This is an optimization exercise on Yosys and OpenROAD, whose aim is small area and a short achievable clock period, not a production implementation. Only simulation tests tie the RTL to the original design; equivalence was not proved. No activity file was given, so power comes from the tool's default toggle rates.

==> flow/design.v (outline; a module is shown in full before it is edited, if it fits) <==
// module mul_fa: 10 lines
// module mul_ha: 9 lines
// module mul16_lane: 794 lines
// module arrmul: 49 lines
module arrmul (
  input  logic         clk,
  input  logic         reset,
  input  logic [0:127] reg_A,
  input  logic [0:127] reg_B,
  input  logic [0:1]   ctrl_ww,
  input  logic [0:4]   alu_op,
  output logic [0:127] result
);
  // ...
==> flow/flow/run.sh <==
#!/bin/bash
# Standard ORFS layout with extra make settings from flow/make_args.txt (one VAR=value per
# line): the port buffers' cell and timing-repair margins. make's full output goes to make.log.
set -euo pipefail
args=()
while IFS= read -r line; do
  [[ -z "$line" || "$line" == \#* ]] && continue
  args+=("$line")
done < flow/make_args.txt
bash standard.sh "${args[@]}" finish > make.log 2>&1
==> flow/flow/make_args.txt <==
BUFFER_PORTS_ARGS=-buffer_cell sky130_fd_sc_hd__buf_1
SETUP_SLACK_MARGIN=5.5
==> flow/standard.sh <==
#!/bin/bash
# synth_recipe.tcl (not shown) runs the flow's synth.tcl, then flattens the netlist and writes it again
# the make line also repeats each setting of config.mk as NAME=value (left out here)
make -C /OpenROAD-flow-scripts/flow DESIGN_CONFIG=/design/flow/config.mk WORK_HOME=/design/flow/orfs CLKGATE_MAP_FILE= SYNTH_SCRIPT=/design/flow/synth_recipe.tcl "${@:-finish}"
==> flow/config.mk <==
export PLATFORM = sky130hd
export DESIGN_NAME = arrmul
export DESIGN_NICKNAME = arrmul
export VERILOG_FILES = /design/flow/design.v
export SDC_FILE = /design/flow/constraint.sdc
export NUM_CORES = 4
export LEC_CHECK = 0
export CAP_MARGIN = 20
export CORE_MARGIN = 2
export CORE_UTILIZATION = 40
export SLEW_MARGIN = 20
export SYNTH_HIERARCHICAL = 1
==> flow/constraint.sdc <==
create_clock -name core_clock -period 15.0 [get_ports {clk}]
set_input_delay 3.0000 -clock core_clock [delete_from_list [all_inputs] [get_ports {clk}]]
set_output_delay 3.0000 -clock core_clock [all_outputs]
set_load 0.01 [all_outputs]
==> impl_results.html, run 1 <==
<table>
<tr><th>Metric</th><th>Value</th></tr>
<tr><th colspan="2">Place</th></tr>
<tr><td>Placed instance count</td><td>4668</td></tr>
<tr><td>Routability Congestion</td><td>0.921</td></tr>
<tr><td>Placed Area</td><td>0.0364 mm2</td></tr>
<tr><th colspan="2">Clocking</th></tr>
<tr><td>Reg clk slew, reported paths</td><td>0.08 ns</td></tr>
<tr><td>Number of buffers on the longest clock path</td><td>2</td></tr>
<tr><td>CTS hold repair buffers</td><td>0</td></tr>
<tr><td>Clock Tree Root</td><td>clkbuf_16</td></tr>
<tr><td>Post_cts resized</td><td>52</td></tr>
<tr><th colspan="2">Layout</th></tr>
<tr><td>Sequential cells</td><td>128</td></tr>
<tr><td>Share of cell area taken by multi-input logic gates</td><td>77.4%</td></tr>
<tr><td>Max-area cell class</td><td>multi-input combinational cells</td></tr>
<tr><td>Final standard cell area without fillers</td><td>0.0382 mm2</td></tr>
<tr><td>Final-layout clock buffer total</td><td>18</td></tr>
<tr><th colspan="2">Critical path</th></tr>
<tr><td>Worst EP required</td><td>15.38 ns</td></tr>
<tr><td>Crit path launch</td><td>alu_op[1]</td></tr>
<tr><td>Top cell by count, worst path</td><td>fa_1</td></tr>
<tr><td>Crit path depth</td><td>18</td></tr>
<tr><th colspan="2">Floorplan</th></tr>
<tr><td>Tap cell count</td><td>1070</td></tr>
<tr><td>Die W</td><td>292 um</td></tr>
<tr><td>Die Footprint</td><td>0.0851 mm2</td></tr>
<tr><td>Placement Rows</td><td>105</td></tr>
<tr><th colspan="2">Yosys</th></tr>
<tr><td>Portion of synthesized cell area occupied by the leading cell type</td><td>48.6%</td></tr>
<tr><td>Cell types occupying the most area after synthesis</td><td>fa_1 (49%), nor2_1 (12%), dfrtp_1 (9.7%)</td></tr>
<tr><td>Synth Area in Compound Gates</td><td>10.1%</td></tr>
<tr><td>Most frequent cells after synthesis</td><td>nor2_1 (1048), fa_1 (804), xor2_1 (228)</td></tr>
<tr><td>Count of warnings emitted by yosys</td><td>8</td></tr>
<tr><td>Synthesized instance count</td><td>3236</td></tr>
<tr><td>Most frequently used cell type in the post-synthesis netlist</td><td>nor2_1</td></tr>
<tr><th colspan="2">Drt</th></tr>
<tr><td>Via count</td><td>28.1k</td></tr>
<tr><td>Routed wire length on met3</td><td>14.7 mm</td></tr>
<tr><th colspan="2">Power and ir drop</th></tr>
<tr><td>Sequential share of power</td><td>27.7%</td></tr>
<tr><td>Clk network pwr share</td><td>31.5%</td></tr>
<tr><th colspan="2">STA</th></tr>
<tr><td>Minimum clock period after layout</td><td>9.34 ns</td></tr>
<tr><th colspan="2">Outcome</th></tr>
<tr><td>Result of the run</td><td>complete, no violations</td></tr>
</table>
==> module arrmul, before the edit <==
module arrmul (
  input  logic         clk,
  input  logic         reset,
  input  logic [0:127] reg_A,
  input  logic [0:127] reg_B,
  input  logic [0:1]   ctrl_ww,
  input  logic [0:4]   alu_op,
  output logic [0:127] result
);
  logic        mul, w8, w16, sgn, odd, valid;
  logic        sel_e, sel_o, sel_e16, sel_e8, sel_o16, sel_o8, sv, s8, s16;
  logic        selb_e, selb_o, selb_e16, selb_e8, selb_o16, selb_o8;
  logic [31:0] prod [4];
  logic [0:127] nxt;
  assign mul = alu_op[0:2] == 3'b100;   
  assign w8 = ctrl_ww == arrmul_pkg::w8;
  assign w16 = ctrl_ww == arrmul_pkg::w16;
  assign sgn = alu_op[3];
  assign odd = alu_op[4];
  assign sel_e = ~odd;
  assign sel_o = odd;
  assign sel_e16 = ~odd & ctrl_ww[1];
  assign sel_e8 = ~odd & ~ctrl_ww[1];
  assign sel_o16 = odd & ctrl_ww[1];
  assign sel_o8 = odd & ~ctrl_ww[1];
  assign valid = mul & (w8 | w16);
  assign selb_e = valid & ~odd;
  assign selb_o = valid & odd;
  assign selb_e16 = mul & ~odd & w16;
  assign selb_e8 = mul & ~odd & w8;
  assign selb_o16 = mul & odd & w16;
  assign selb_o8 = mul & odd & w8;
  assign sv = mul & sgn & (w8 | w16);
  assign s8 = mul & sgn & w8;
  assign s16 = mul & sgn & w16;
  for (genvar k = 0; k < 4; k++) begin : g_lane
    mul16_lane u_mul (
      .xa(reg_A[32*k +: 32]), .xb(reg_B[32*k +: 32]),
      .sel_e(sel_e), .sel_o(sel_o), .sel_e16(sel_e16), .sel_e8(sel_e8), .sel_o16(sel_o16), .sel_o8(sel_o8),
      .selb_e(selb_e), .selb_o(selb_o), .selb_e16(selb_e16), .selb_e8(selb_e8), .selb_o16(selb_o16),
      .selb_o8(selb_o8), .sv(sv), .s8(s8), .s16(s16), .p(prod[k])
    );
  end
  assign nxt = {prod[0], prod[1], prod[2], prod[3]};
  always_ff @(posedge clk or negedge reset) begin
    if (!reset) result <= '0;
    else result <= nxt;
  end
endmodule
==> run 2: changes to the inputs <==
--- a/flow/design.v
+++ b/flow/design.v
@@ -32,35 +32,30 @@
   input  logic [31:0] xa,
   input  logic [31:0] xb,
   input  logic        sel_e,     
   input  logic        sel_o,     
   input  logic        sel_e16,   
   input  logic        sel_e8,    
   input  logic        sel_o16,   
   input  logic        sel_o8,    
-  input  logic        selb_e,    
-  input  logic        selb_o,
-  input  logic        selb_e16,
-  input  logic        selb_e8,
-  input  logic        selb_o16,
-  input  logic        selb_o8,
+  input  logic        valid,     
   input  logic        sv,        
   input  logic        s8,        
   input  logic        s16,       
   output logic [31:0] p
 );
   logic [15:0] a, b, ag, bg;
   logic [31:0] x, y, sum;
   assign a[15:8] = ({8{sel_e}} & xa[31:24]) | ({8{sel_o16}} & xa[15:8]) | ({8{sel_o8}} & xa[23:16]);
   assign a[7:0] = ({8{sel_o}} & xa[7:0]) | ({8{sel_e16}} & xa[23:16]) | ({8{sel_e8}} & xa[15:8]);
-  assign b[15:8] = ({8{selb_e}} & xb[31:24]) | ({8{selb_o16}} & xb[15:8]) | ({8{selb_o8}} & xb[23:16]);
-  assign b[7:0] = ({8{selb_o}} & xb[7:0]) | ({8{selb_e16}} & xb[23:16]) | ({8{selb_e8}} & xb[15:8]);
+  assign b[15:8] = ({8{sel_e}} & xb[31:24]) | ({8{sel_o16}} & xb[15:8]) | ({8{sel_o8}} & xb[23:16]);
+  assign b[7:0] = ({8{sel_o}} & xb[7:0]) | ({8{sel_e16}} & xb[23:16]) | ({8{sel_e8}} & xb[15:8]);
   assign ag = {8'h00, ({8{sel_o16}} & xa[7:0]) | ({8{sel_e16}} & xa[23:16])};
-  assign bg = {8'h00, ({8{selb_o16}} & xb[7:0]) | ({8{selb_e16}} & xb[23:16])};
+  assign bg = {8'h00, ({8{sel_o16}} & xb[7:0]) | ({8{sel_e16}} & xb[23:16])};
   logic pp1, pp2, pp3, pp4, pp5, pp6, pp7, pp8, pp9, pp10, pp11, pp12, pp13, pp14, pp15, pp16;
   logic pp17, pp18, pp19, pp20, pp21, pp22, pp23, pp24, pp25, pp26, pp27, pp28, pp29, pp30, pp31, pp32;
   logic pp33, pp34, pp35, pp36, pp37, pp38, pp39, pp40, pp41, pp42, pp43, pp44, pp45, pp46, pp47, pp48;
   logic pp49, pp50, pp51, pp52, pp53, pp54, pp55, pp56, pp57, pp58, pp59, pp60, pp61, pp62, pp63, pp64;
   logic pp65, pp66, pp67, pp68, pp69, pp70, pp71, pp72, pp73, pp74, pp75, pp76, pp77, pp78, pp79, pp80;
   logic pp81, pp82, pp83, pp84, pp85, pp86, pp87, pp88, pp89, pp90, pp91, pp92, pp93, pp94, pp95, pp96;
   logic pp97, pp98, pp99, pp100, pp101, pp102, pp103, pp104, pp105, pp106, pp107, pp108, pp109, pp110, pp111, pp112;
   logic pp113, pp114, pp115, pp116, pp117, pp118, pp119, pp120, pp121, pp122, pp123, pp124, pp125, pp126, pp127, pp128;
@@ -815,59 +810,51 @@
   assign ps16_29 = ps8_29 & ps8_15;
   logic gs16_30, ps16_30;
   assign gs16_30 = gs8_30 | (ps8_30 & gs8_15);
   assign ps16_30 = ps8_30 & ps8_15;
   logic gs16_31, ps16_31;
   assign gs16_31 = gs8_31 | (ps8_31 & gs8_15);
   assign ps16_31 = ps8_31 & ps8_15;
   assign sum = {p0[31] ^ gs16_30, p0[30] ^ gs16_29, p0[29] ^ gs16_28, p0[28] ^ gs16_27, p0[27] ^ gs16_26, p0[26] ^ gs16_25, p0[25] ^ gs16_24, p0[24] ^ gs16_23, p0[23] ^ gs16_22, p0[22] ^ gs16_21, p0[21] ^ gs16_20, p0[20] ^ gs16_19, p0[19] ^ gs16_18, p0[18] ^ gs16_17, p0[17] ^ gs16_16, p0[16] ^ gs8_15, p0[15] ^ gs8_14, p0[14] ^ gs8_13, p0[13] ^ gs8_12, p0[12] ^ gs8_11, p0[11] ^ gs8_10, p0[10] ^ gs8_9, p0[9] ^ gs8_8, p0[8] ^ gs4_7, p0[7] ^ gs4_6, p0[6] ^ gs4_5, p0[5] ^ gs4_4, p0[4] ^ gs2_3, p0[3] ^ gs2_2, p0[2] ^ gs1_1, p0[1] ^ g0[0], p0[0]};
-  assign p = {sum[31] ^ sv, sum[30:16], sum[15] ^ s8, sum[14:0]};
+  assign p = {32{valid}} & {sum[31] ^ sv, sum[30:16], sum[15] ^ s8, sum[14:0]};
 endmodule
 module arrmul (
   input  logic         clk,
   input  logic         reset,
   input  logic [0:127] reg_A,
   input  logic [0:127] reg_B,
   input  logic [0:1]   ctrl_ww,
   input  logic [0:4]   alu_op,
   output logic [0:127] result
 );
   logic        mul, w8, w16, sgn, odd, valid;
   logic        sel_e, sel_o, sel_e16, sel_e8, sel_o16, sel_o8, sv, s8, s16;
-  logic        selb_e, selb_o, selb_e16, selb_e8, selb_o16, selb_o8;
   logic [31:0] prod [4];
   logic [0:127] nxt;
   assign mul = alu_op[0:2] == 3'b100;   
   assign w8 = ctrl_ww == arrmul_pkg::w8;
   assign w16 = ctrl_ww == arrmul_pkg::w16;
   assign sgn = alu_op[3];
   assign odd = alu_op[4];
   assign sel_e = ~odd;
   assign sel_o = odd;
   assign sel_e16 = ~odd & ctrl_ww[1];
   assign sel_e8 = ~odd & ~ctrl_ww[1];
   assign sel_o16 = odd & ctrl_ww[1];
   assign sel_o8 = odd & ~ctrl_ww[1];
   assign valid = mul & (w8 | w16);
-  assign selb_e = valid & ~odd;
-  assign selb_o = valid & odd;
-  assign selb_e16 = mul & ~odd & w16;
-  assign selb_e8 = mul & ~odd & w8;
-  assign selb_o16 = mul & odd & w16;
-  assign selb_o8 = mul & odd & w8;
-  assign sv = mul & sgn & (w8 | w16);
-  assign s8 = mul & sgn & w8;
-  assign s16 = mul & sgn & w16;
+  assign sv = sgn;
+  assign s8 = sgn & ~ctrl_ww[1];
+  assign s16 = sgn & ctrl_ww[1];
   for (genvar k = 0; k < 4; k++) begin : g_lane
     mul16_lane u_mul (
       .xa(reg_A[32*k +: 32]), .xb(reg_B[32*k +: 32]),
       .sel_e(sel_e), .sel_o(sel_o), .sel_e16(sel_e16), .sel_e8(sel_e8), .sel_o16(sel_o16), .sel_o8(sel_o8),
-      .selb_e(selb_e), .selb_o(selb_o), .selb_e16(selb_e16), .selb_e8(selb_e8), .selb_o16(selb_o16),
-      .selb_o8(selb_o8), .sv(sv), .s8(s8), .s16(s16), .p(prod[k])
+      .valid(valid), .sv(sv), .s8(s8), .s16(s16), .p(prod[k])
     );
   end
   assign nxt = {prod[0], prod[1], prod[2], prod[3]};
   always_ff @(posedge clk or negedge reset) begin
     if (!reset) result <= '0;
     else result <= nxt;
   end
 endmodule
==> flow/flow/make_args.txt (replaced) <==
BUFFER_PORTS_ARGS=-buffer_cell sky130_fd_sc_hd__buf_1
SETUP_SLACK_MARGIN=6
==> impl_results.html, run 2 <==
<table>
<tr><th>Metric</th><th>Value</th></tr>
<tr><th colspan="2">Drt</th></tr>
<tr><td>Via density</td><td>5.65 (was 5.88)</td></tr>
<tr><td>Via count</td><td>28.4k (was 28.1k)</td></tr>
<tr><td>Average wire length per cell after detail routing</td><td>22.9 um (was 25.1 um)</td></tr>
<tr><td>Final antenna-violating net count</td><td>0 (unchanged)</td></tr>
<tr><td>DR DRC count</td><td>0 (unchanged)</td></tr>
<tr><td>Starting DRT DRC Count</td><td>3070 (was 3024)</td></tr>
<tr><td>Count of TritonRoute iterations in the first routing pass</td><td>12 (was 10)</td></tr>
<tr><td>Wire length after detailed routing</td><td>115 mm (was 120 mm)</td></tr>
<tr><th colspan="2">Power and ir drop</th></tr>
<tr><td>Combinational power share</td><td>87.8% (was 40.9%)</td></tr>
<tr><td>Net Switching</td><td>3.90 mW (was 0.614 mW)</td></tr>
<tr><td>Total power divided by cell area</td><td>186 mW/mm2 (was 37.4 mW/mm2)</td></tr>
<tr><td>Internal power summed over all cells</td><td>3.41 mW (was 0.813 mW)</td></tr>
<tr><td>Sw frac</td><td>53.3% (was 43.0%)</td></tr>
<tr><td>Clk network pwr share</td><td>6.1% (was 31.5%)</td></tr>
<tr><td>Maximum vdd ir drop</td><td>0.202 mV (was 0.0876 mV)</td></tr>
<tr><td>Sequential share of power</td><td>6.1% (was 27.7%)</td></tr>
<tr><td>Leakage power total</td><td>18.7 nW (was 20.7 nW)</td></tr>
<tr><th colspan="2">Clocking</th></tr>
<tr><td># clock sinks</td><td>128 (unchanged)</td></tr>
<tr><td>Number of buffers on the longest clock path</td><td>2 (unchanged)</td></tr>
<tr><td>Clock Tree Root</td><td>clkbuf_16 (unchanged)</td></tr>
<tr><td>CTS hold repair buffers</td><td>0 (unchanged)</td></tr>
<tr><td>CTS buffer count</td><td>17 (unchanged)</td></tr>
<tr><td>CTS HTree Levels</td><td>4 (unchanged)</td></tr>
<tr><td>Clock tree from TritonCTS</td><td>yes (unchanged)</td></tr>
<tr><td>Reg clk slew, reported paths</td><td>0.08 ns (about the same)</td></tr>
<tr><th colspan="2">Floorplan</th></tr>
<tr><td>Die Footprint</td><td>0.0874 mm2 (was 0.0851 mm2)</td></tr>
<tr><td>Die span in y</td><td>296 um (was 292 um)</td></tr>
<tr><td>Number of top-level pins</td><td>393 (unchanged)</td></tr>
<tr><td>Placement Rows</td><td>106 (was 105)</td></tr>
<tr><td>Die W</td><td>296 um (was 292 um)</td></tr>
<tr><td>Initial standard-cell utilization of the core</td><td>40.5% (was 40.4%)</td></tr>
<tr><td>Placeable core area</td><td>0.0840 mm2 (was 0.0820 mm2)</td></tr>
<tr><th colspan="2">Place</th></tr>
<tr><td>Placed wire-length estimate</td><td>86.4 mm (was 87.7 mm)</td></tr>
<tr><td>Routability Congestion</td><td>0.944 (was 0.921)</td></tr>
<tr><td>Buffers added on ports</td><td>392 (unchanged)</td></tr>
<tr><td>Placed Area</td><td>0.0374 mm2 (was 0.0364 mm2)</td></tr>
<tr><th colspan="2">Layout</th></tr>
<tr><td>Most frequent cells in the layout</td><td>nor2_1 (1042), fa_1 (804), buf_1 (388) (was nor2_1 (1044), fa_1 (804), buf_1 (389))</td></tr>
<tr><td>Share of post-route cells with drive strength above 1</td><td>10.7% (was 9.41%)</td></tr>
<tr><td>Register with the most flip-flops</td><td>result (unchanged)</td></tr>
<tr><td>Antenna cells</td><td>0 (was 1)</td></tr>
<tr><td>Final standard cell area without fillers</td><td>0.0393 mm2 (was 0.0382 mm2)</td></tr>
<tr><td>Number of flip-flops in the largest register</td><td>128 (unchanged)</td></tr>
<tr><td>Number of nets in the final layout</td><td>5147 (was 4969)</td></tr>
<tr><td>Most common cell after layout, fill and taps aside</td><td>nor2_1 (unchanged)</td></tr>
<tr><td>Largest registers in the final layout</td><td>result: 128 flops (unchanged)</td></tr>
<tr><td>Synthesis-to-finish area growth</td><td>15.5% (was 15.3%)</td></tr>
<tr><th colspan="2">Critical path</th></tr>
<tr><td>Largest stage delay on the critical path</td><td>0.99 ns (was 0.64 ns)</td></tr>
<tr><td>Critical path launch point type</td><td>primary input (unchanged)</td></tr>
<tr><td>Type of element capturing the critical path</td><td>flop (unchanged)</td></tr>
<tr><td>Top cell by count, worst path</td><td>fa_1 (unchanged)</td></tr>
<tr><td>Library cell contributing the largest single delay on the critical path</td><td>a22oi_1 (was or4b_4)</td></tr>
<tr><td>Signal arrival time at the worst endpoint</td><td>9.35 ns (was 9.72 ns)</td></tr>
<tr><td>Worst EP required</td><td>15.38 ns (about the same)</td></tr>
<tr><td>Top delay family on crit path</td><td>adder cells (unchanged)</td></tr>
<tr><td>Buffers &amp; Inverters on Critical Path</td><td>1 (was 3)</td></tr>
<tr><td>Worst Setup Path Type</td><td>in -&gt; reg (unchanged)</td></tr>
<tr><td>CP cell instances</td><td>clkbuf_16 &gt; and2_4 &gt; a22oi_1 &gt; nor2_1 &gt; xor2_1 &gt; fa_1 &gt; fa_1 &gt; fa_1 &gt; fa_1 &gt; fa_1 &gt; ha_1 &gt; and4_1 &gt; a221oi_4 &gt; nor2_1 &gt; or4_1 &gt; and3_1 (was buf_1 &gt; or4b_4 &gt; nor3b_4 &gt; buf_8 &gt; buf_8 &gt; xor2_1 &gt; fa_1 &gt; fa_1 &gt; fa_1 &gt; fa_1 &gt; fa_1 &gt; ha_1 &gt; and2_1 &gt; a311o_1 &gt; a221oi_4 &gt; a2111oi_4 &gt; o31a_1 &gt; a311o_1)</td></tr>
<tr><td>Largest driver fanout on the critical path</td><td>43 (was 35)</td></tr>
<tr><th colspan="2">Yosys</th></tr>
<tr><td>Portion of synthesized cell area occupied by the leading cell type</td><td>47.3% (was 48.6%)</td></tr>
<tr><td>Number of synthesized flops with an enable pin</td><td>0 (unchanged)</td></tr>
<tr><td>Most frequent cells after synthesis</td><td>nor2_1 (1045), fa_1 (804), ha_1 (204) (was nor2_1 (1048), fa_1 (804), xor2_1 (228))</td></tr>
<tr><td>Most frequently used cell type in the post-synthesis netlist</td><td>nor2_1 (unchanged)</td></tr>
<tr><td>Synthesized net count</td><td>4645 (was 4509)</td></tr>
<tr><td>Cell types occupying the most area after synthesis</td><td>fa_1 (47%), nor2_1 (12%), dfrtp_1 (9.4%) (was fa_1 (49%), nor2_1 (12%), dfrtp_1 (9.7%))</td></tr>
<tr><td>Synthesized instance count</td><td>3372 (was 3236)</td></tr>
<tr><td>Count of warnings emitted by yosys</td><td>8 (unchanged)</td></tr>
<tr><td>Yosys top cell by area</td><td>fa_1 (unchanged)</td></tr>
<tr><td>Register bit total from synthesis</td><td>128 (unchanged)</td></tr>
<tr><td>Dominant register cell in the synthesized netlist</td><td>dfrtp_1 (unchanged)</td></tr>
<tr><td>Number of library cell types mapped by synthesis</td><td>50 (was 45)</td></tr>
<tr><td>Async S/R FF share, synth</td><td>100% (unchanged)</td></tr>
<tr><td>Register area share after synthesis</td><td>9.42% (was 9.67%)</td></tr>
<tr><td>Synth Area per Inst</td><td>10.1 um2 (was 10.2 um2)</td></tr>
<tr><td>Netlist Area Pre-Place</td><td>0.0340 mm2 (was 0.0331 mm2)</td></tr>
<tr><th colspan="2">STA</th></tr>
<tr><td>Slew @ Worst Pin</td><td>1.18 ns (was 1.13 ns)</td></tr>
<tr><td>Number of hold violations in the final report</td><td>0 (unchanged)</td></tr>
<tr><td>Count of pins over their slew limit</td><td>0 (unchanged)</td></tr>
<tr><td>Final count of negative-setup-slack endpoints</td><td>0 (unchanged)</td></tr>
<tr><td>Rel. slew slack</td><td>21.5% (was 25.0%)</td></tr>
<tr><td>Minimum clock period after layout</td><td>8.98 ns (was 9.34 ns)</td></tr>
<tr><td>Final Cycle Share</td><td>59.8% (was 62.2%)</td></tr>
<tr><td>RSZ-0062 raised after global routing</td><td>true (was false)</td></tr>
<tr><td>Max Fclk</td><td>111 MHz (was 107 MHz)</td></tr>
<tr><td>Total negative slack</td><td>0 ns (unchanged)</td></tr>
<tr><th colspan="2">GRT</th></tr>
<tr><td>Remaining global-route overflow</td><td>0 (unchanged)</td></tr>
<tr><td>Number of antenna violations at the first check in global routing</td><td>3 (was 2)</td></tr>
<tr><td>Global-route wire length before repair</td><td>176 mm (was 181 mm)</td></tr>
<tr><td>Global-route usage over all layers</td><td>26.7% (was 28.4%)</td></tr>
<tr><td>Largest net degree at the start of global routing</td><td>95 (was 62)</td></tr>
<tr><td>Number of global-route vias before repair</td><td>30.1k (was 30.0k)</td></tr>
<tr><th colspan="2">Outcome</th></tr>
<tr><td>Result of the run</td><td>complete, no violations (unchanged)</td></tr>
<tr><th colspan="2">Min path</th></tr>
<tr><td>Class of the worst hold path</td><td>in -&gt; async (unchanged)</td></tr>
<tr><th colspan="2">Job</th></tr>
<tr><td>Max-Cap Viols</td><td>0 (unchanged)</td></tr>
</table>
==> run 2: cell types whose count changed in the layout (fill, tap and decap cells not counted), sizes merged, moves of 14 or more <==
cell,before,now
a21o,40,20
and2,19,81
and3,6,20
buf,612,645
inv,46,65
mux2i,0,16
nand2,40,68
xor2,228,200
==> run 2: stage by stage <==
step / power (mW) / utilization (%) / setup WS, ns / instances / hold slack [ns]
after floorplan: 5.19 / - / 6.00 / 3372 / 2.70
after global placement: 6.64 / 44.5 / 4.41 / 4860 / 3.04
after detailed placement: 6.72 / 44.5 / 4.31 / 4869 / 3.03
after CTS: 7.25 / 45.6 / 6.01 / 4919 / 2.47
after global routing: 8.16 / 46.8 / 5.91 / 5020 / 2.50
final: 7.31 / 46.8 / 6.02 / 5020 / 2.48
==> run 2: final timing paths <==
kind	slack, ns	cells past startpoint	from	endpoint
max in group asynchronous	11.36	2	reset	result[92]
worst max-delay path	6.02	16	alu_op[4]	result[67]
min in group core_clock	3.17	4	reg_B[119]	result[127]
worst min-delay path	2.48	1	reset	result[17]
==> run 2: area by class of cell <==
| class | count | area [um2] |
|---|---|---|
| Inverter | 57 | 219 |
| Multi-Input combinational cell | 3017 | 30300 |
| Fill cell | 8007 | 44700 |
| Tap cell | 1134 | 1420 |
| Timing Repair Buffer | 653 | 3570 |
| Clock buffer | 17 | 425 |
| Clock inverter | 14 | 146 |
| Sequential cell | 128 | 3200 |
==> run 2: cell families (layout without fill, tap and decap cells) <==
logic type | after synthesis | count (layout) | synth area share (%)
multiplexers | 16 | 16 | 0.471
AO/OA/AOI/OAI | 420 | 420 | 10.2
flip-flops | 128 | 128 | 9.42
adder cells (fa/ha/maj) | 1008 | 1008 | 54.8
buffers and inverters | 233 | 741 | 2.57
XOR/XNOR | 244 | 244 | 6.28
AND/OR/NAND/NOR | 1323 | 1329 | 16.2
==> run 2: per-module statistics from Yosys (local to each module, per instance) <==
module      times used  cells inside  flops+latches
mul16_lane           4           591              0
mul_fa             788             1              0
mul_ha              84             1              0
arrmul               1           136            128
==> run 2: timing repair <==
action	CTS	global route
gates cloned	5	3
pin swaps	4	9
endpoints found under the setup margin	65	45
resized for setup	49	38
buffers inserted	14	95
==> run 2: per-layer routing <==
metal | wire (um) | up-vias | GRT usage (%)
met5 | 0 | - | 0
met4 | 3580 | 0 | 9.41
met3 | 11500 | 222 | 6.22
met2 | 53100 | 1609 | 42.4
met1 | 46800 | 14325 | 35.8
li1 | - | 12221 | -
==> run 2: power by group through the flow <==
| stage | registers, mW | clock network, mW | logic (mW) |
|---|---|---|---|
| floorplan | 0.485 | 0 | 4.71 |
| global placement | 0.455 | 0 | 6.18 |
| detailed placement | 0.454 | 0 | 6.26 |
| CTS | 0.448 | 0.465 | 6.33 |
| global route | 0.454 | 0.478 | 7.23 |
| finish | 0.447 | 0.447 | 6.41 |

re-timing with driven ports:
The results above use ideal ports. As a check the final layouts listed here were re-extracted and re-timed, cells and wires unchanged. Step 1 sets driving cells, clkbuf_16 on the clock port and buf_2 on the other inputs (assumed; they add their load-dependent delay and slew). Step 2 times the ports against the registers' clock, not the clock port: input delays grow and output delays shrink by t, the midpoint of the rising clock arrivals with the driver on. Three values: no drivers, after step 1, after step 2; two values: the first two.
run	t (ns)	setup WS [ns]	worst setup path at the end	latest minus earliest clock arrival (ns)	pins driven straight from the clock port
run 1	0.568	5.664 / 5.704 / 5.136	input to register	0.021 / 0.021	1
run 2	0.564	6.024 / 6.045 / 5.481	input to register	0.028 / 0.028	1
After both steps setup and hold are still met in every run listed. For run 2, which loses most, drivers alone change the setup slack by +0.021 ns; drivers and shift together by -0.543 ns.
